This is an optimization exercise on Yosys and OpenROAD, whose aim is small area, not a production implementation.
Only simulation tests tie the RTL to the original design; equivalence was not proved.
Power is estimated from default activity; no workload was simulated.

**design/flow/flow/run.sh**
```bash
#!/bin/bash
set -euo pipefail
export BUFFER_PORTS_ARGS="-buffer_cell sky130_fd_sc_hd__buf_1"
export CTS_ARGS="-sink_clustering_enable -repair_clock_nets -buf_list {sky130_fd_sc_hd__clkbuf_4 sky130_fd_sc_hd__clkbuf_8} -sink_clustering_size 20 -sink_clustering_max_diameter 55 -dont_use_dummy_load"
bash standard.sh finish > standard_flow.log 2>&1
```
**design/flow/standard.sh**
```bash
#!/bin/bash
# synth_recipe.tcl (not shown) runs the flow's synth.tcl, then flattens the netlist and writes it again
# the make line also repeats each setting of config.mk as NAME=value (left out here)
make -C /OpenROAD-flow-scripts/flow DESIGN_CONFIG=/design/flow/config.mk WORK_HOME=/design/flow/orfs CLKGATE_MAP_FILE= SYNTH_SCRIPT=/design/flow/synth_recipe.tcl "${@:-finish}"
```
**design/flow/config.mk**
```make
export PLATFORM = sky130hd
export DESIGN_NAME = conv_window_buffer
export DESIGN_NICKNAME = conv_window_buffer
export VERILOG_FILES = /design/flow/design.v
export SDC_FILE = /design/flow/constraint.sdc
export NUM_CORES = 4
export LEC_CHECK = 0
export CAP_MARGIN = 20
export CORE_MARGIN = 2
export CORE_UTILIZATION = 60
export PLACE_DENSITY = 0.8
export SLEW_MARGIN = 20
```
**design/flow/constraint.sdc**
```tcl
create_clock -name core_clock -period 6.0 [get_ports {clk}]
set_input_delay 1.2000 -clock core_clock [delete_from_list [all_inputs] [get_ports {clk}]]
set_output_delay 1.2000 -clock core_clock [all_outputs]
set_load 0.01 [all_outputs]
```
**design/flow/design.v**
```verilog
module conv_window_buffer #(
    parameter int BITWIDTH     = 8,
    parameter int DATACHANNEL  = 3,
    parameter int FILTERHEIGHT = 5,
    parameter int FILTERWIDTH  = 5,
    parameter int DATAWIDTH    = 28,
    parameter int DATAHEIGHT   = 28
) (
    input  logic clk,
    input  logic rst,
    input  logic in_valid,
    output logic in_ready,
    input  logic [BITWIDTH*DATACHANNEL-1:0] pixel,
    output logic out_valid,
    input  logic out_ready,
    output logic [BITWIDTH*DATACHANNEL*FILTERHEIGHT*FILTERWIDTH-1:0] window,
    output logic out_last
);
    localparam int PW = BITWIDTH * DATACHANNEL;
    localparam int NS = (FILTERHEIGHT - 1) * DATAWIDTH + FILTERWIDTH;
    localparam int CW = (DATAWIDTH > 1) ? $clog2(DATAWIDTH) : 1;
    localparam int RW = (DATAHEIGHT > 1) ? $clog2(DATAHEIGHT) : 1;
    logic [PW-1:0] sr [NS];
    logic [CW-1:0] col;
    logic [RW-1:0] row;
    logic          col_end;
    logic          row_end;
    logic          complete;
    logic          accept;
    logic          ready;
    logic          valid_q;
    logic          empty_q;    
    logic          shift;      
    logic          hold;       
    assign ready    = !rst && (!valid_q || out_ready);
    assign accept   = in_valid && ready;
    assign col_end  = (col == CW'(DATAWIDTH - 1));
    assign row_end  = (row == RW'(DATAHEIGHT - 1));
    assign complete = (row >= RW'(FILTERHEIGHT - 1)) &&
                      (col >= CW'(FILTERWIDTH - 1));
    assign shift = in_valid && !rst && (!valid_q || out_ready);
    assign hold  = !in_valid || rst || (!empty_q && !out_ready);
    assign in_ready  = ready;
    assign out_valid = valid_q;
    assign out_last  = (row == '0) && (col == '0);
    always_comb begin
        for (int r = 0; r < FILTERHEIGHT; r++) begin
            for (int c = 0; c < FILTERWIDTH; c++) begin
                window[(r*FILTERWIDTH + c)*PW +: PW] =
                    sr[(FILTERHEIGHT-1-r)*DATAWIDTH + (FILTERWIDTH-1-c)];
            end
        end
    end
    function automatic logic is_tap(input int k);
        is_tap = (k % DATAWIDTH) < FILTERWIDTH;
    endfunction
    logic phase;
    always_ff @(posedge clk) begin
        if (rst) phase <= 1'b0;
        else     phase <= !phase;
    end
    always_ff @(posedge clk) begin
        sr[0] <= ({PW{shift}} & pixel) | ({PW{hold}} & sr[0]);
        for (int k = 1; k < NS; k++) begin
            if (is_tap(k) && is_tap(k-1)) begin
                sr[k] <= ({PW{shift}} & sr[k-1]) | ({PW{hold}} & sr[k]);
            end else if (is_tap(k)) begin
                sr[k] <= ({PW{shift}} & (sr[k-1] ^ {PW{phase}})) | ({PW{hold}} & sr[k]);
            end else if (is_tap(k-1)) begin
                sr[k] <= ~(({PW{shift}} & (sr[k-1] ^ {PW{phase}})) | ({PW{hold}} & sr[k]));
            end else begin
                sr[k] <= ~(({PW{shift}} & sr[k-1]) | ({PW{hold}} & sr[k]));
            end
        end
    end
    always_ff @(posedge clk) begin
        if (rst) begin
            col <= '0;
            row <= '0;
        end else if (accept) begin
            if (col_end) begin
                col <= '0;
                row <= row_end ? '0 : row + 1'b1;
            end else begin
                col <= col + 1'b1;
            end
        end
    end
    always_ff @(posedge clk) begin
        if (rst) begin
            valid_q <= 1'b0;
            empty_q <= 1'b1;
        end else if (accept) begin
            valid_q <= complete;
            empty_q <= !complete;
        end else if (out_ready) begin
            valid_q <= 1'b0;
            empty_q <= 1'b1;
        end
    end
endmodule
```
==> run notes, run 1 <==
Pwr:
- For this design the static power due to leakage is roughly 35 nW.
- The power density normalized to cell area is 439 nW/um2.
- VDD sags by at most 0.291 mV.

Synth:
- The mean area per synthesized cell is about 13 um2.
- The number of nets handed over by synthesis was 6,659.
- Summing the areas of all fa, ha and maj instances in the mapped netlist gives less than 1% of the synthesized area.
- For this run, the number of Yosys warnings is 2.
- The flip-flop and latch count after synthesis is 2,821.
- Summing every instance area after synthesis gives 83,900 um2.
- After synthesis, the cell types taking the most area are sky130_fd_sc_hd__dfxtp_1 (67%), sky130_fd_sc_hd__a22oi_1 (20%), sky130_fd_sc_hd__a22o_1 (5.3%), sky130_fd_sc_hd__buf_2 (3.3%), sky130_fd_sc_hd__xnor2_1 (1.0%).
- The fraction of the yosys area taken by sequential cells is between 60% and 70%.
- The cell count after synthesis came out at 6,627.
- The simple logic cell fraction of the synthesized area is 0.660%.
- Summing the areas of all compound-gate instances in the mapped netlist gives roughly a quarter of the synthesized area.
- The fraction of synthesized cell area taken by the top area cell type is 67.3%.
- Measured against the total synthesized area, the mux share comes to 0.0253%.
- The number of flops mapped to enable cells by yosys is 0.
- Sorting the synthesized cells by how often they occur yields sky130_fd_sc_hd__dfxtp_1 (2,821), sky130_fd_sc_hd__a22oi_1 (2,208), sky130_fd_sc_hd__buf_2 (556).
- The cell taking the most area after synthesis is sky130_fd_sc_hd__dfxtp_1.
- sky130_fd_sc_hd__dfxtp_1 is the most common cell in the netlist.
- The top flip-flop cell by instance count after synthesis is sky130_fd_sc_hd__dfxtp_1.
- The combinational family with the most area after synthesis is compound AO/OA/AOI/OAI gates.
- In this run, distinct cell masters in the synthesized netlist total 38.
- For this run, asynchronously set or reset flops after synthesis account for 0%.
- Summing the areas of all xor and xnor instances in the mapped netlist gives under 10% of the synthesized area.

Critical path:
- The peak per-stage delay on the critical path is 0.56 ns.
- Along the worst path, the maximum fanout reaches 14.
- The highest-delay cell along the critical path is sky130_fd_sc_hd__buf_1.
- Measured in cells, the most critical reg-to-reg path has a length of 4.
- The critical path goes through buf_1 -> inv_1 -> and2_1 -> buf_1.
- The register-to-register path setup slack is around 3.4 ns.
- The start-to-end type of the worst setup path is in2out.
- STA classifies the critical path endpoint as an output port.
- The element type at the critical path start is an input pin.
- Data on the critical path is required at its endpoint by 4.80 ns.
- The most numerous cell type found on the critical path is sky130_fd_sc_hd__buf_1.
- In this run the critical register-to-register path is captured at sr[30][9].
- In this run the critical register-to-register path is launched from valid_q.
- The data arrival at the endpoint of the critical path is 2.34 ns.

Floorplan:
- The total I/O pin count is 631.
- The chip width is 378 um.
- The core region is roughly 140,000 um2.
- The number of rows created at floorplan is between 100 and 150.
- The y dimension of the die is 378 um.
- Once the floorplan was initialized, standard cells occupied 60.3% of the core.
- The die area is 143,000 um2.

GRT:
- The overall overflow remaining after global route is 0.
- Global routing used between 20 and 25% of the available tracks.
- The number of antenna violations at the first check in global routing is 4.
- The first-pass GRT wire length is 264,000 um.
- Entering global routing, the biggest net connects 254 pins.
- The number of global-route vias before repair came to slightly below 50,000.

Routing:
- After detailed routing, the number of remaining DRC violations is 0.
- In this run, the number of DRC markers left after iteration 0 of detailed routing was 5,294.
- After detailed routing, the total wire length is roughly 170,000 um.
- In the final routed layout, each cell accounts on average for 19.5 um.
- The pre-antenna-repair detailed-routing pass consisted of 7 iterations.
- The count of nets left with antenna violations once routing finished came out at 0.
- Across all layers, the routed design uses around 53,000 vias.
- The per-cell via count in the routed design is 6.12.

STA:
- For the pin with the worst max-slew slack, the measured transition is 1.10 ns.
- The final count of pins violating max slew is 0.
- Setup total negative slack on the finished layout was measured at 0 ns.
- In the finished design, the share of the clock period the worst path needs comes to 59.0%.
- The worst clock skew is 0.0736 ns.
- Setup repair after global routing left no endpoint under its margin.
- The smallest clock period supported by the final layout is computed as 3.54 ns.
- The hold violation total from the final report came to 0.
- Derived from the worst setup path, the maximum achievable clock frequency is 283 MHz.
- Measured against its own limit, the worst slew margin works out to a little over a quarter.
- The final setup violation count is 0.

Run status:
- The flow ran to the end and the layout has no timing, DRC or antenna violations.

Final layout:
- The share of cells above drive strength 1 is 3.75%.
- The post-layout utilization of the core is a little under two thirds.
- Compared with the post-synthesis result, the final layout area differs by 5.46%.
- The net count of the finished layout is 6,892.

Clocking:
- The clock passes through at most 3 buffers.
- The TritonCTS buffer count is 176.
- The total of cells resized after clock tree synthesis is 0.
- The TritonCTS clock tree is yes.
- CTS placed an instance of sky130_fd_sc_hd__clkbuf_8 at the clock tree root.
- The clock insertion delay at the later pin of the skew report is approximately 0.92 ns.
- The clock slew at the register clock pins of the worst setup and hold paths is between 0.1 and 0.15 ns.
- The number of hold-repair buffers added at the cts stage is 0.
- The number of H-tree levels is 4.
- The number of sinks handled by clock tree synthesis is about 2,800.
- Post-CTS timing repair inserted 0 buffers for setup.

Worst hold path:
- Counting instances, the worst hold path has a depth of 1.
- The worst hold path begins at sr[52][9].
- The endpoint of the worst hold path is sr[53][9].
- The worst min-delay path class is reg2reg.

Job:
- Across the run, the number of max-cap violations was 0.

Placement:
- Once detailed placement completed, the half-perimeter wirelength came to ~110,000 um.
- The global placer's final weighted congestion is 0.892.
- The count of buffers added on input and output ports is 630.
-- critical path: cells and delay by family --
family | cells | cell delay, ns
buffers and inverters | 3 | 0.92
and+or+nand+nor | 1 | 0.21
-- registers in the layout (all words and copies together) (netlist names) --
| register | cells |
|---|---|
| sr | 2808 |
| empty_q | 1 |
| col | 5 |
| phase | 1 |
| valid_q | 1 |
| row | 5 |
-- layout by cell type (no fill, tap or decap), drive strengths merged, types with 3 or more instances in the layout --
master,count
xor2,96
inv,5
a22o,504
diode,3
ha,4
buf,703
a22oi,2208
a21oi,5
nor2,4
clkbuf,176
o21ai,98
dfxtp,2821
nand3,7
nand2,104
xnor2,96
nor3,3
-- how the worst max path moves through the flow --
stage | start | end | slack, ns | depth (start not counted)
after global placement | rst | sr[27][13] | 2.22 | 6
after global routing | rst | in_ready | 2.38 | 4
after CTS | rst | in_ready | 2.50 | 4
after detailed placement | rst | sr[51][13] | 2.14 | 6
final | rst | in_ready | 2.46 | 4
after floorplan | rst | in_ready | 3.06 | 3
-- power by group --
group / leakage [nW] / internal [mW] / switching (mW) / total (mW)
Sequential: 23.7 / 22.9 / 2.91 / 25.8
Clock: 1.27 / 2.64 / 5.25 / 7.89
Combinational: 9.68 / 2.64 / 2.54 / 5.18
Total: 34.7 / 28.1 / 10.7 / 38.8
-- per-stage QoR --
stage                     hold slack (ns)  total power, mW  std cells  setup WS (ns)  instance area, um2
final                               0.379             38.8       8737           2.46               88500
after global routing                0.373             40.8       8735           2.38               88500
after CTS                           0.374             39.1       8734           2.50               88500
after detailed placement            0.426             31.3       8558           2.14               86100
after global placement              0.424             31.0       8556           2.22               86100
after floorplan                     0.418             29.0       6627           3.06               83900
-- routing by layer --
metal / track usage, % / routed length, um / part of all wire (%) / up-vias
met1: 32.8 / 79900 / 47 / 26500
li1: - / - / - / 25600
met2: 34.5 / 77800 / 46 / 1117
met5: 0 / 0 / 0 / -
met3: 4.40 / 9230 / 5.4 / 228
met4: 5.98 / 3590 / 2.1 / 0
-- final cells by class --
type,instances,area [um2]
repair buffers,703,3340
inverters,5,18.8
clock buffers,176,2420
diodes,3,7.51
well taps,1876,2350
multi-input cells,3153,23900
fillers,10700,50700
flip-flops and latches,2821,56500
-- cells by family after synthesis --
family / after synthesis
AND/OR/NAND/NOR: 130
XOR/XNOR: 192
adder cells (fa/ha/maj): 4
AO/OA/AOI/OAI: 2825
flip-flops: 2821
buffers and inverters: 653
multiplexers: 2
==> run 2, diff against run 1 <==
--- a/design/flow/config.mk
+++ b/design/flow/config.mk
@@ -8,5 +8,5 @@
 export CAP_MARGIN = 20
 export CORE_MARGIN = 2
-export CORE_UTILIZATION = 60
-export PLACE_DENSITY = 0.8
+export CORE_UTILIZATION = 70
+export PLACE_DENSITY = 0.85
 export SLEW_MARGIN = 20
==> run notes, run 2 <==
GRT:
- The first global-routing pass estimated approximately 260,000 um of wire.
- The number of antenna violations at the first check in global routing was 3.
- Entering global routing, the biggest net connects about 250 pins.
- The overall fraction of global-route tracks in use is 25.3%.
- Global routing finished with a remaining overflow of 0.
- The number of global-route vias before repair is 48,100.

Placement:
- Summing all placed instances gives a cell area of 85,800 um2.
- The minimum setup slack after placement is around 2.2 ns.
- The global placer's final weighted congestion is 0.908.
- The port buffer count is 630.
- The placed instance count is 8,303.
- The sum of net half-perimeters after detailed placement is 103,000 um.

Routing:
- Detailed routing inserted a total of 53,400 vias.
- The average wire length per cell after detail routing is roughly 19 um.
- After the first detailed-routing iteration, the DRC count stood at 5,186.
- The detailed-router iteration count before antenna repair is 8.
- The per-cell via count in the routed design is 6.31.
- The sum of routed wire length over all layers is 163,000 um.
- The remaining number of nets flagged by the antenna check after routing is 0.
- The DRC violation count after routing is 0.

Synth:
- In the post-synthesis netlist, the biggest area contributors are sky130_fd_sc_hd__dfxtp_1 (67%), sky130_fd_sc_hd__a22oi_1 (20%), sky130_fd_sc_hd__a22o_1 (5.3%), sky130_fd_sc_hd__buf_2 (3.3%), sky130_fd_sc_hd__xnor2_1 (1.0%).
- Measured against the total synthesized area, the mux share comes to 0.0253%.
- For this run, the leading register cell type out of synthesis is sky130_fd_sc_hd__dfxtp_1.
- The largest total area in the synthesized netlist belongs to sky130_fd_sc_hd__dfxtp_1.
- The Yosys warning count is 2.
- The area share of fa/ha/maj cells after synthesis is 0.0596%.
- After synthesis, the largest family of logic cells by area is compound AO/OA/AOI/OAI gates.
- Counting distinct cell types in the post-synthesis netlist gives 38.
- The synthesized netlist devotes 25.7% of its cell area to compound gates.
- The simple logic cell fraction of the synthesized area is 0.660%.
- The number of flops mapped to enable cells by yosys is 0.
- The share of synthesized flip-flops with an asynchronous set or reset is 0%.
- Of the total synthesized cell area, the portion taken by XOR and XNOR cells is ~2.0%.
- After synthesis, the largest area contributor takes up 67.3% of total cell area.
- After synthesis, the most frequently instantiated cells are sky130_fd_sc_hd__dfxtp_1 (2,821), sky130_fd_sc_hd__a22oi_1 (2,208), sky130_fd_sc_hd__buf_2 (556).
- A synthesized cell averages 12.7 um2.
- The mapped cell area is 83,900 um2.
- The number of nets produced by synthesis is 6,659.
- The fraction of the yosys area taken by sequential cells is approximately two thirds.
- The most numerous cell in the Yosys netlist is sky130_fd_sc_hd__dfxtp_1.
- The cell count after synthesis is 6,627.
- In this run, synthesis produced a sequential element count of 2,821.

STA:
- Counting I/O delays and the setup requirement, the final critical path takes ~3.6 ns.
- Derived from the worst setup path, the maximum achievable clock frequency is 274 MHz.
- In the final timing run, aggregate negative setup slack is 0 ns.
- Headroom to the max-slew limit came out at 25.5%.
- The final clock period utilization by the worst path is 60.7%.
- The final count of pins violating max slew came to 0.
- Setup repair after global routing left no endpoint under its margin.
- Setup violations remaining at the end of the flow were counted as 0.
- The worst path meets setup with 2.36 ns of slack.
- The worst clock skew is approximately 0.08 ns.
- The hold violation total from the final report was 0.
- At the pin with the least slew margin, the transition time is 1.12 ns.

Pwr:
- The power density normalized to cell area is between 400 and 500 nW/um2.
- Of the total power, the share spent switching nets is between 20% and 30%.
- The analysis attributes to cell leakage a power of 34.7 nW.
- The fraction of power consumed by sequential logic is between 60% and 70%.
- IR analysis of the VDD net gives a maximum drop of approximately 0.29 mV.
- The analysis attributes to net switching a power of ~11 mW.
- In this run, the combinational gates consume 13.4% of the power.
- Cell internal power was estimated by the tool at 28.0 mW.
- In this run, the clock network consumes 20.0% of the power.

Clocking:
- The clock slew at the register clock pins of the worst setup and hold paths is 0.11 ns.
- The total of cells resized after clock tree synthesis is 0.
- At the later pin of the worst-skew pair, clock insertion delay measures approximately 0.89 ns.
- CTS saw approximately 2,800 sinks.
- The number of hold buffers added after CTS was 0.
- The number of buffers inserted to repair setup after CTS is 0.
- In this run, CTS created clock tree buffers numbering between 150 and 200.
- CTS built an H-tree with a depth of 4.
- The tree is rooted in a sky130_fd_sc_hd__clkbuf_8.
- In this run the deepest clock path goes through 3 buffers.
- The TritonCTS clock tree is yes.

Final layout:
- Leaving out fill and tap cells, the most frequent cell in the layout is sky130_fd_sc_hd__dfxtp_1.
- Excluding fillers, the count of instances in the completed layout stands at 8,475.
- Leaving out fill and tap cells, the most frequent cells in the layout are sky130_fd_sc_hd__dfxtp_1 (2,820), sky130_fd_sc_hd__a22oi_1 (2,208), sky130_fd_sc_hd__buf_1 (630).
- More flip-flops sit in one register than any other, and that register is sr.
- The number of nets in the layout is 6,894.
- The area of combinational cells with multiple inputs is ~24,000 um2.
- In the final layout, the registers with the most flip-flops are sr: 2808 flops, col: 5 flops, row: 5 flops.
- Once layout is done, the placed cells without fillers occupy 88,100 um2.
- Compared with the post-synthesis result, the final layout area differs by 4.99%.
- The register with the most flip-flops in the layout has 2,808 of them.
- The sequential cell area is 56,500 um2.
- The share of cells above drive strength 1 is 3.78%.
- The count of filler cells inserted in the layout is approximately 8,100.

Run status:
- The flow ran to the end and the layout has no timing, DRC or antenna violations.

Critical path:
- The element type at the critical path start is an input pin.
- The critical-path maximum fanout is 14.
- STA classifies the critical path endpoint as an output port.
- The data arrival at the endpoint of the critical path is 2.44 ns.
- The critical path is of the in2out type.
- The number of cells traversed by the worst register-to-register path is 4.
- The required time reported for the critical path endpoint is 4.80 ns.

Floorplan:
- The floorplan step defined a die boundary enclosing 123,000 um2.
- For this design the top-level I/O count stands at about 630.
- The number of rows created at floorplan is 127.
- The chip width is about 350 um.
- The region available for standard cell placement spans 119,000 um2.
- Measured along the y axis, the die boundary spans 350 um.
- Once the floorplan was initialized, standard cells occupied a little over two thirds of the core.

Job:
- The count of maximum capacitance violations is 0.

Worst hold path:
- The tightest min-delay check is of the reg2reg type.
- The hold-critical path depth is 1.
[run 2: cell counts after synthesis]
No cell type changed its count.
[run 2: kinds of logic after synthesis]
family / Yosys count
DFF: 2821
AOI/OAI and AO/OA: 2825
xor gates and xnor gates: 192
and+or+nand+nor: 130
muxes: 2
buffers and inverters: 653
adders and majority gates: 4
[run 2: cell type report]
cell class	instances	share of cell area [%]
antenna	3	0.00852
clock buffer	169	2.64
inverter	5	0.0213
multi-input combinational	3153	27.1
sequential	2821	64.1
tap	1612	2.29
timing repair buffer	712	3.82
[run 2: metrics by stage]
stage,hold slack (ns),power [mW],utilization [%]
6_report,0.356,38.6,73.8
5_1_grt,0.373,40.5,73.8
4_1_cts,0.351,38.8,73.7
3_5_place_dp,0.427,31.3,71.8
3_3_place_gp,0.424,30.8,71.8
2_1_floorplan,0.418,29.0,-
[run 2: final timing paths]
kind / from / endpoint / slack, ns
setup reg to reg: valid_q / sr[94][13] / 3.40
setup / recovery: rst / in_ready / 2.36
hold reg to reg: sr[80][15] / sr[81][15] / 0.36
hold / removal: sr[80][15] / sr[81][15] / 0.36
[run 2: power groups by stage]
| stage | combinational, mW | sequential [mW] | clock, mW |
|---|---|---|---|
| finish | 5.15 | 25.7 | 7.72 |
| global route | 5.74 | 26.2 | 8.58 |
| CTS | 5.22 | 25.7 | 7.93 |
| detailed placement | 5.20 | 26.1 | 0 |
| global placement | 4.94 | 25.9 | 0 |
| floorplan | 3.45 | 25.5 | 0 |
[run 2: layer usage]
| layer | global-route usage, % | vias up | routed length [um] |
|---|---|---|---|
| met5 | 0 | - | 0 |
| met4 | 7.84 | 0 | 4220 |
| met3 | 4.39 | 248 | 7840 |
| met2 | 39.6 | 1141 | 77000 |
| met1 | 36.1 | 26500 | 74300 |
| li1 | - | 25500 | - |
[run 2: critical path: stages]
cell and delay, ns:
sky130_fd_sc_hd__buf_1 0.51, sky130_fd_sc_hd__inv_1 0.22, sky130_fd_sc_hd__and2_1 0.30, sky130_fd_sc_hd__buf_1 0.20
==> run 3, diff against run 2 <==
--- a/design/flow/design.v
+++ b/design/flow/design.v
@@ -68,7 +68,7 @@
                 sr[k] <= ({PW{shift}} & (sr[k-1] ^ {PW{phase}})) | ({PW{hold}} & sr[k]);
             end else if (is_tap(k-1)) begin
-                sr[k] <= ~(({PW{shift}} & (sr[k-1] ^ {PW{phase}})) | ({PW{hold}} & sr[k]));
+                sr[k] <= ~(({PW{hold}} | (sr[k-1] ^ {PW{phase}})) & ({PW{shift}} | sr[k]));
             end else begin
-                sr[k] <= ~(({PW{shift}} & sr[k-1]) | ({PW{hold}} & sr[k]));
+                sr[k] <= ~(({PW{hold}} | sr[k-1]) & ({PW{shift}} | sr[k]));
             end
         end
--- a/design/flow/config.mk
+++ b/design/flow/config.mk
@@ -8,5 +8,5 @@
 export CAP_MARGIN = 20
 export CORE_MARGIN = 2
-export CORE_UTILIZATION = 70
-export PLACE_DENSITY = 0.85
+export CORE_UTILIZATION = 60
+export PLACE_DENSITY = 0.8
 export SLEW_MARGIN = 20
==> run notes, run 3 <==
Placement:
- Once placement finished, the instance area stood at 83,400 um2.
- The HPWL after detailed placement is 111,000 um.
- The global placer's final weighted congestion is ~0.87.
- The port buffer count is 630.

Clocking:
- The TritonCTS clock tree is yes.
- Buffers added to address setup during post-CTS repair amount to 0.
- The later pin in the worst-skew pair is clocked with a latency of 0.91 ns.
- The number of hold-repair buffers added at the cts stage is 0.
- Buffers inserted during clock tree synthesis total 169.
- Once the clock tree was built, the resizer swapped 0 gates to a different size.
- The number of sinks handled by clock tree synthesis is 2,821.
- The number of H-tree levels is 4.
- The root buffer cell chosen for the clock tree is sky130_fd_sc_hd__clkbuf_8.
- The deepest clock path buffer count is 3.
- The clock slew at the register clock pins of the worst setup and hold paths is approximately 0.11 ns.

GRT:
- The number of global-route vias before repair is 48,500.
- Entering global routing, the biggest net connects 219 pins.
- The number of antenna violations at the first check in global routing is 7.
- For this run the aggregate overflow at the end of global routing stands at 0.
- The first-pass GRT wire length is 268,000 um.
- In the global route stage, overall resource usage came out at between 20% and 30%.

Critical path:
- The required time reported for the critical path endpoint is 4.80 ns.
- The worst setup path is captured at an output port.
- The start-to-end type of the worst setup path is in2out.
- The data arrival at the endpoint of the critical path is 2.33 ns.
- The element type at the critical path start is an input pin.
- In this run the register-to-register setup slack is approximately 3.4 ns.
- The critical-path maximum fanout is 14.

Final layout:
- The register name with the most flops is sr.
- The count of filler cells inserted in the layout is 10,200.
- The commonest non-fill, non-tap cell in the layout is sky130_fd_sc_hd__dfxtp_1.
- In the final layout, the registers with the most flip-flops are sr: 2808 flops, col: 5 flops, row: 5 flops.
- The top cell types in the final layout, fill and taps aside, are sky130_fd_sc_hd__dfxtp_1 (2,820), sky130_fd_sc_hd__o22ai_1 (2,208), sky130_fd_sc_hd__buf_1 (630).
- The number of nets in the layout is 6,906.
- Compared with the post-synthesis result, the final layout area differs by 5.94%.
- The register with the most flip-flops in the layout has 2,808 of them.
- The post-route netlist has 3.94% of its cells at a drive strength greater than 1.
- The area of all placed cells without fillers is 85,700 um2.

Synth:
- The share of synthesized flip-flops with an asynchronous set or reset is 0%.
- In the post-synthesis netlist, the cell with the most instances is sky130_fd_sc_hd__dfxtp_1.
- After synthesis, the most frequently instantiated cells are sky130_fd_sc_hd__dfxtp_1 (2,821), sky130_fd_sc_hd__o22ai_1 (2,208), sky130_fd_sc_hd__buf_2 (581).
- The most used flip-flop cell after synthesis is sky130_fd_sc_hd__dfxtp_1.
- The number of different library cells used by synthesis comes to 37.
- The Yosys warning count is 2.
- Yosys attributes the largest share of cell area to sky130_fd_sc_hd__dfxtp_1 (70%), sky130_fd_sc_hd__o22ai_1 (17%), sky130_fd_sc_hd__a22o_1 (5.5%), sky130_fd_sc_hd__buf_2 (3.6%), sky130_fd_sc_hd__xnor2_1 (1.0%).
- The mapped cell area is 80,900 um2.
- The fraction of synthesized cell area taken by the top area cell type is 69.8%.
- The number of nets produced by synthesis is roughly 6,700.
- The cell taking the most area after synthesis is sky130_fd_sc_hd__dfxtp_1.
- The mean area per synthesized cell is 12.2 um2.
- The cell count after synthesis is 6,627.
- The flip-flop and latch count after synthesis is 2,821.
- Counting flops with a built-in enable in the synthesized netlist gives 0.
- The fraction of the yosys area taken by sequential cells is 69.8%.

Routing:
- The average wire length per cell after detail routing is ~20 um.
- For this block, the initial DRC count from the detailed router was around 4,500.
- The sum of routed wire length over all layers is 173,000 um.
- The detailed-router iteration count before antenna repair is 5.
- The DRC violation count after routing is 0.
- After detailed routing, the number of vias per cell comes to roughly 6.2.
- The detailed-route via count is 53,200.
- The count of nets left with antenna violations once routing finished came out at 0.

Floorplan:
- 631 I/O pins were placed.
- The chip width is 371 um.
- The die area is 138,000 um2.
- The number of rows created at floorplan is 134.
- The initial core utilization is 60.5%.
- The area of the placeable core is 134,000 um2.
- The y dimension of the die is 371 um.

STA:
- Setup repair after global routing left no endpoint under its margin.
- Setup violations remaining at the end of the flow were counted as 0.
- The clock arrives with 0.0992 ns of skew.
- For the final routed database, the setup TNS stands at 0 ns.
- The final count of pins violating max slew is 0.
- The worst slew margin relative to its limit is 27.4%.
- For the pin with the worst max-slew slack, the measured transition is 1.09 ns.
- The clock period minus worst slack is roughly 3.5 ns.
- Timing would allow up to 283 MHz.
- The final clock period utilization by the worst path is 58.8%.
- The hold violation total from the final report is 0.

Run status:
- The run finished with no timing, DRC or antenna violations.

Pwr:
- The power density normalized to cell area is between 400 and 500 nW/um2.
- The analysis attributes to cell leakage a power of 32.1 nW.
- The peak supply drop is just under 0.3 mV.

Worst hold path:
- The worst min-delay path class is reg2reg.

Job:
- Across the run, the number of max-cap violations was 0.
run 3: changes by cell type after synthesis:
cell,delta
sky130_fd_sc_hd__clkbuf_1,+14
sky130_fd_sc_hd__buf_2,+25
sky130_fd_sc_hd__and2_1,+1
sky130_fd_sc_hd__buf_1,+4
sky130_fd_sc_hd__buf_4,-2
sky130_fd_sc_hd__and2_4,-1
sky130_fd_sc_hd__buf_6,-41
sky130_fd_sc_hd__o22ai_1,+2208
sky130_fd_sc_hd__a22oi_1,-2208
run 3: through the flow:
stage,hold WS [ns],setup WS [ns],util [%],cells,power [mW]
after floorplan,0.412,3.06,-,6627,28.6
after global placement,0.418,2.25,62.4,8471,30.6
after detailed placement,0.427,2.17,62.4,8471,30.9
after CTS,0.397,2.49,64.1,8640,38.6
after global routing,0.399,2.40,64.1,8643,40.2
final,0.399,2.47,64.1,8648,38.4
run 3: logic make-up (layout without fill, tap and decap cells):
group                      Yosys count  count (layout)  share of synthesized area (%)
DFF                               2821            2821                           69.8
other                                0               8                              0
adders and majority gates            4               4                         0.0619
buffers and inverters              653             898                           4.07
AOI/OAI and AO/OA                 2825            2825                           23.3
xor gates and xnor gates           192             192                           2.08
muxes                                2               2                         0.0263
and+or+nand+nor                    130             130                          0.682
run 3: layout make-up:
class | instances | area (um2) | share of cell area (%)
diodes | 8 | 20.0 | 0.0234
clock buffers | 169 | 2330 | 2.71
well taps | 1768 | 2210 | 2.58
flip-flops and latches | 2821 | 56500 | 65.9
multi-input cells | 3153 | 21200 | 24.7
inverters | 5 | 18.8 | 0.0219
repair buffers | 724 | 3500 | 4.08
run 3: metal layers:
layer	GRT usage, %	routed length (um)	up-vias
li1	-	-	25900
met2	36.7	78100	1211
met3	4.11	9470	274
met4	6.95	4460	4
met1	34.4	81100	25900
met5	0	21	-
run 3: worst paths after layout:
| kind | from | endpoint | cells past startpoint |
|---|---|---|---|
| setup / recovery | rst | in_ready | 4 |
| hold / removal | sr[90][11] | sr[91][11] | 1 |
| setup reg to reg | valid_q | col[0] | 6 |
| hold reg to reg | sr[90][11] | sr[91][11] | 1 |
run 3: worst max-delay path, stage by stage:
cell and delay (ns):
sky130_fd_sc_hd__buf_1 0.51, sky130_fd_sc_hd__inv_1 0.27, sky130_fd_sc_hd__and2_1 0.21, sky130_fd_sc_hd__buf_1 0.13
run 3: report_power, final:
part | internal [mW] | total [mW] | switching (mW)
Clock | 2.54 | 7.79 | 5.25
Combinational | 2.34 | 4.91 | 2.57
Sequential | 22.8 | 25.7 | 2.89
Total | 27.7 | 38.4 | 10.7
==> run 4, diff against run 3 <==
==> design/flow/flow/run.sh (replaced) <==
#!/bin/bash
set -euo pipefail
export BUFFER_PORTS_ARGS="-buffer_cell sky130_fd_sc_hd__buf_1"
export CTS_ARGS="-sink_clustering_enable -repair_clock_nets -buf_list {sky130_fd_sc_hd__clkbuf_4 sky130_fd_sc_hd__clkbuf_8} -sink_clustering_size 20 -sink_clustering_max_diameter 75 -dont_use_dummy_load"
bash standard.sh finish > standard_flow.log 2>&1
==> run notes, run 4 <==
Run status:
- The flow ran to the end and the layout has no timing, DRC or antenna violations.

Synth:
- Sorting the synthesized cells by how often they occur yields sky130_fd_sc_hd__dfxtp_1 (2,821), sky130_fd_sc_hd__o22ai_1 (2,208), sky130_fd_sc_hd__buf_2 (581).
- Among all cell types in the netlist, the one instantiated most often is sky130_fd_sc_hd__dfxtp_1.
- The mapped cell area is ~81,000 um2.
- The cell taking the most area after synthesis is sky130_fd_sc_hd__dfxtp_1.
- Counting flops and latches in the post-synthesis netlist gives ~2,800.
- The cell count after synthesis is 6,627.
- The fraction of the yosys area taken by sequential cells is between 60 and 70%.
- The number of different library cells used by synthesis comes to 37.
- The number of flops mapped to enable cells by yosys is 0.
- The top flip-flop cell by instance count after synthesis is sky130_fd_sc_hd__dfxtp_1.
- After synthesis, the mean cell area works out to 12.2 um2.
- When the netlist entered floorplanning its net count stood at 6,659.
- The share of synthesized flip-flops with an asynchronous set or reset is 0%.
- Ranked by total cell area, the synthesized netlist is headed by sky130_fd_sc_hd__dfxtp_1 (70%), sky130_fd_sc_hd__o22ai_1 (17%), sky130_fd_sc_hd__a22o_1 (5.5%), sky130_fd_sc_hd__buf_2 (3.6%), sky130_fd_sc_hd__xnor2_1 (1.0%).
- The fraction of synthesized cell area taken by the top area cell type is between 60% and 70%.
- For this run, the number of Yosys warnings is 2.

Worst hold path:
- The worst min-delay path class is reg2reg.
- The launch instance of the worst min-delay path is sr[65][5].
- The path with the worst hold slack has its endpoint at sr[66][5].
- The hold-critical path depth is 1.

Final layout:
- The final non-filler cell total is 8,643.
- The post-layout utilization of the core is 64.1%.
- The register with the most flip-flops in the layout has 2,808 of them.
- The area overhead of the layout relative to synthesis is 5.82%.
- The number of nets in the layout is 6,898.
- The commonest non-fill, non-tap cell in the layout is sky130_fd_sc_hd__dfxtp_1.
- In the layout the commonest cells are sky130_fd_sc_hd__dfxtp_1 (2,820), sky130_fd_sc_hd__o22ai_1 (2,208), sky130_fd_sc_hd__buf_1 (630).
- The register name with the most flops is sr.
- In the final layout, the registers with the most flip-flops are sr: 2808 flops, col: 5 flops, row: 5 flops.
- The share of cells above drive strength 1 is about 3.8%.
- The count of filler cells inserted in the layout is 10,200.

Critical path:
- In this run the worst path has a maximum fanout of 14.
- The launch instance of the worst register-to-register path is valid_q.
- The register-to-register path setup slack is approximately 3.3 ns.
- Walking the worst path, the cells encountered are buf_1 -> inv_1 -> and2_1 -> buf_1.
- The kind of cell with the highest combined delay on the critical path is buffers and inverters.
- The start-to-end type of the worst setup path is in2out.
- For this run, the slowest stage of the critical path takes around 0.5 ns.
- Among the stages of the critical path, the cell type that occurs most often is sky130_fd_sc_hd__buf_1.
- The number of cells traversed by the worst register-to-register path is 4.
- The nature of the critical path endpoint is an output port.
- In this run the critical register-to-register path is captured at sr[75][23].
- The required time reported for the critical path endpoint is 4.80 ns.
- The data arrival at the endpoint of the critical path is 2.32 ns.
- The highest-delay cell along the critical path is sky130_fd_sc_hd__buf_1.
- The number of buffers and inverters on the critical path is 3.
- The worst setup path is launched from an input pin.

Clocking:
- The number of buffers inserted to repair setup after CTS is 0.
- The number of sinks handled by clock tree synthesis is 2,821.
- The clock slew at the register clock pins of the worst setup and hold paths is 0.11 ns.
- The cell sitting at the root of the clock tree is a sky130_fd_sc_hd__clkbuf_8.
- The total of cells resized after clock tree synthesis is 0.
- The TritonCTS clock tree is yes.
- The number of H-tree levels is 4.
- The deepest clock path buffer count is 3.
- The TritonCTS buffer count is 161.
- The later pin in the worst-skew pair is clocked with a latency of 0.92 ns.
- The number of hold-repair buffers added at the cts stage is 0.

STA:
- The final setup violation count is 0.
- After layout, the minimum clock period comes to 3.52 ns.
- The final count of pins violating max slew is 0.
- The peak clock frequency supported by timing is 284 MHz.
- For the pin with the worst max-slew slack, the measured transition is around 1.1 ns.
- Setup repair after global routing left no endpoint under its margin.
- The worst clock skew is 0.120 ns.
- The worst slew margin relative to its limit is 27.0%.
- The summed negative setup slack over all endpoints is 0 ns.
- The setup slack after layout is 2.48 ns.
- Of the available clock period, the critical path in the final layout requires 58.7%.
- The hold violation total from the final report is 0.

Placement:
- Routability-driven placement finished with a final weighted congestion of 0.867.
- The minimum setup slack after placement is 2.17 ns.
- The port buffer count is 630.
- The placed instance count is 8,471.
- The sum of net half-perimeters after detailed placement is 111,000 um.

Routing:
- The average wire length per cell after detail routing is 20.0 um.
- The DRC violation count after routing is 0.
- The per-cell via count in the routed design is roughly 6.2.
- The detailed-route via count is 53,300.
- The sum of routed wire length over all layers is 172,000 um.
- The remaining number of nets flagged by the antenna check after routing is 0.
- The detailed-router iteration count before antenna repair is 5.
- The number of DRC markers in iteration 0 is roughly 4,300.

GRT:
- The first global-routing pass estimated 267,000 um of wire.
- Entering global routing, the biggest net connects about 220 pins.
- The overall fraction of global-route tracks in use is between 20% and 30%.
- The number of antenna violations at the first check in global routing was 10.
- The number of global-route vias before repair was 48,400.
- For this run the aggregate overflow at the end of global routing stands at 0.

Pwr:
- The leakage power figure is 32.1 nW.
- Across the VDD grid, the largest voltage drop is 0.299 mV.
- The power density normalized to cell area is 447 nW/um2.
- The final total power is 38.2 mW.

Floorplan:
- The chip width is 371 um.
- The initial core utilization is 60.5%.
- The die area is between 100,000 and 150,000 um2.
- The y dimension of the die is 371 um.
- The total I/O pin count is 631.
- The initialized floorplan defines 134 standard-cell rows.
- The area of the placeable core is 134,000 um2.

Job:
- Max-cap violations in this run came to 0.
==> run 4: cell counts after synthesis <==
No cell type changed its count.
==> run 4: report_power, final <==
part | internal [mW] | switching (mW) | total, mW
Sequential | 22.8 | 2.88 | 25.7
Combinational | 2.34 | 2.57 | 4.91
Clock | 2.43 | 5.21 | 7.64
Total | 27.6 | 10.7 | 38.2
==> run 4: worst max path at each step <==
stage | startpoint | to | slack [ns] | depth (start not counted)
final | rst | in_ready | 2.48 | 4
after floorplan | rst | in_ready | 3.06 | 3
after global routing | rst | in_ready | 2.40 | 4
after detailed placement | rst | sr[70][23] | 2.17 | 5
after CTS | rst | in_ready | 2.49 | 4
after global placement | rst | sr[63][23] | 2.25 | 5
==> run 4: cell type report <==
type | count | area (um2) | area share [%]
well taps | 1768 | 2210 | 2.58
repair buffers | 724 | 3500 | 4.08
multi-input cells | 3153 | 21200 | 24.7
flip-flops and latches | 2821 | 56500 | 66.0
diodes | 11 | 27.5 | 0.0322
clock buffers | 161 | 2220 | 2.59
inverters | 5 | 18.8 | 0.0219
==> run 4: cell families (layout without fill, tap and decap cells) <==
logic type               count (synthesis)  count (layout)  share of synthesized area, %
other                                    0              11                             0
flip-flops                            2821            2821                          69.8
multiplexers                             2               2                        0.0263
XOR/XNOR                               192             192                          2.08
buffers and inverters                  653             890                          4.07
adder cells (fa/ha/maj)                  4               4                        0.0619
AO/OA/AOI/OAI                         2825            2825                          23.3
AND/OR/NAND/NOR                        130             130                         0.682
==> run 4: routing by layer <==
layer / global-route usage [%] / wire length [um] / part of all wire (%)
met1: 34.3 / 79900 / 46
met2: 36.5 / 77900 / 45
met3: 4.15 / 10000 / 5.8
met4: 7.26 / 4570 / 2.7
met5: 0 / 34 / 0.020
==> run 4: metrics by stage <==
step           hold WS (ns)  area, um2
2_1_floorplan         0.412      80900
3_3_place_gp          0.418      83400
3_5_place_dp          0.427      83400
4_1_cts               0.378      85600
5_1_grt               0.408      85600
6_report              0.387      85600
==> run 4: worst reg2reg max path, delay by kind of cell (launching register included) <==
kind / cells / cell delay [ns]
simple gates: 2 / 1.09
buf+inv: 1 / 0.82
compound gates: 1 / 0.28
flops: 1 / 0.34

-- what the ideal ports hide --
Ports are ideal in the flow. The routed layouts listed here were re-timed in OpenROAD. Step 1, drivers: a clkbuf_16 drives clk and a buf_2 each remaining input, both assumed. Step 2 also shifts input and output timing later by t, the mid clock arrival at the registers, as if the neighbouring blocks saw the same clock. Three values: ideal, step 1, step 2; two values: the first two.
run	t (ns)	slack for setup (ns)	clock arrival spread, ns	worst data-port slew with drivers (ns)	pins driven straight from the clock port
run 1	0.948	2.462 / 2.399 / 2.049	0.111 / 0.111	0.08	1
run 2	0.917	2.357 / 2.305 / 2.158	0.115 / 0.116	0.08	1
run 3	0.953	2.472 / 2.441 / 2.158	0.124 / 0.124	0.22	1
run 4	0.954	2.475 / 2.445 / 2.154	0.157 / 0.157	0.20	1
After both steps every run listed still meets setup and hold. For run 1, which loses most, drivers alone change the setup slack by -0.063 ns; drivers and shift together by -0.413 ns.
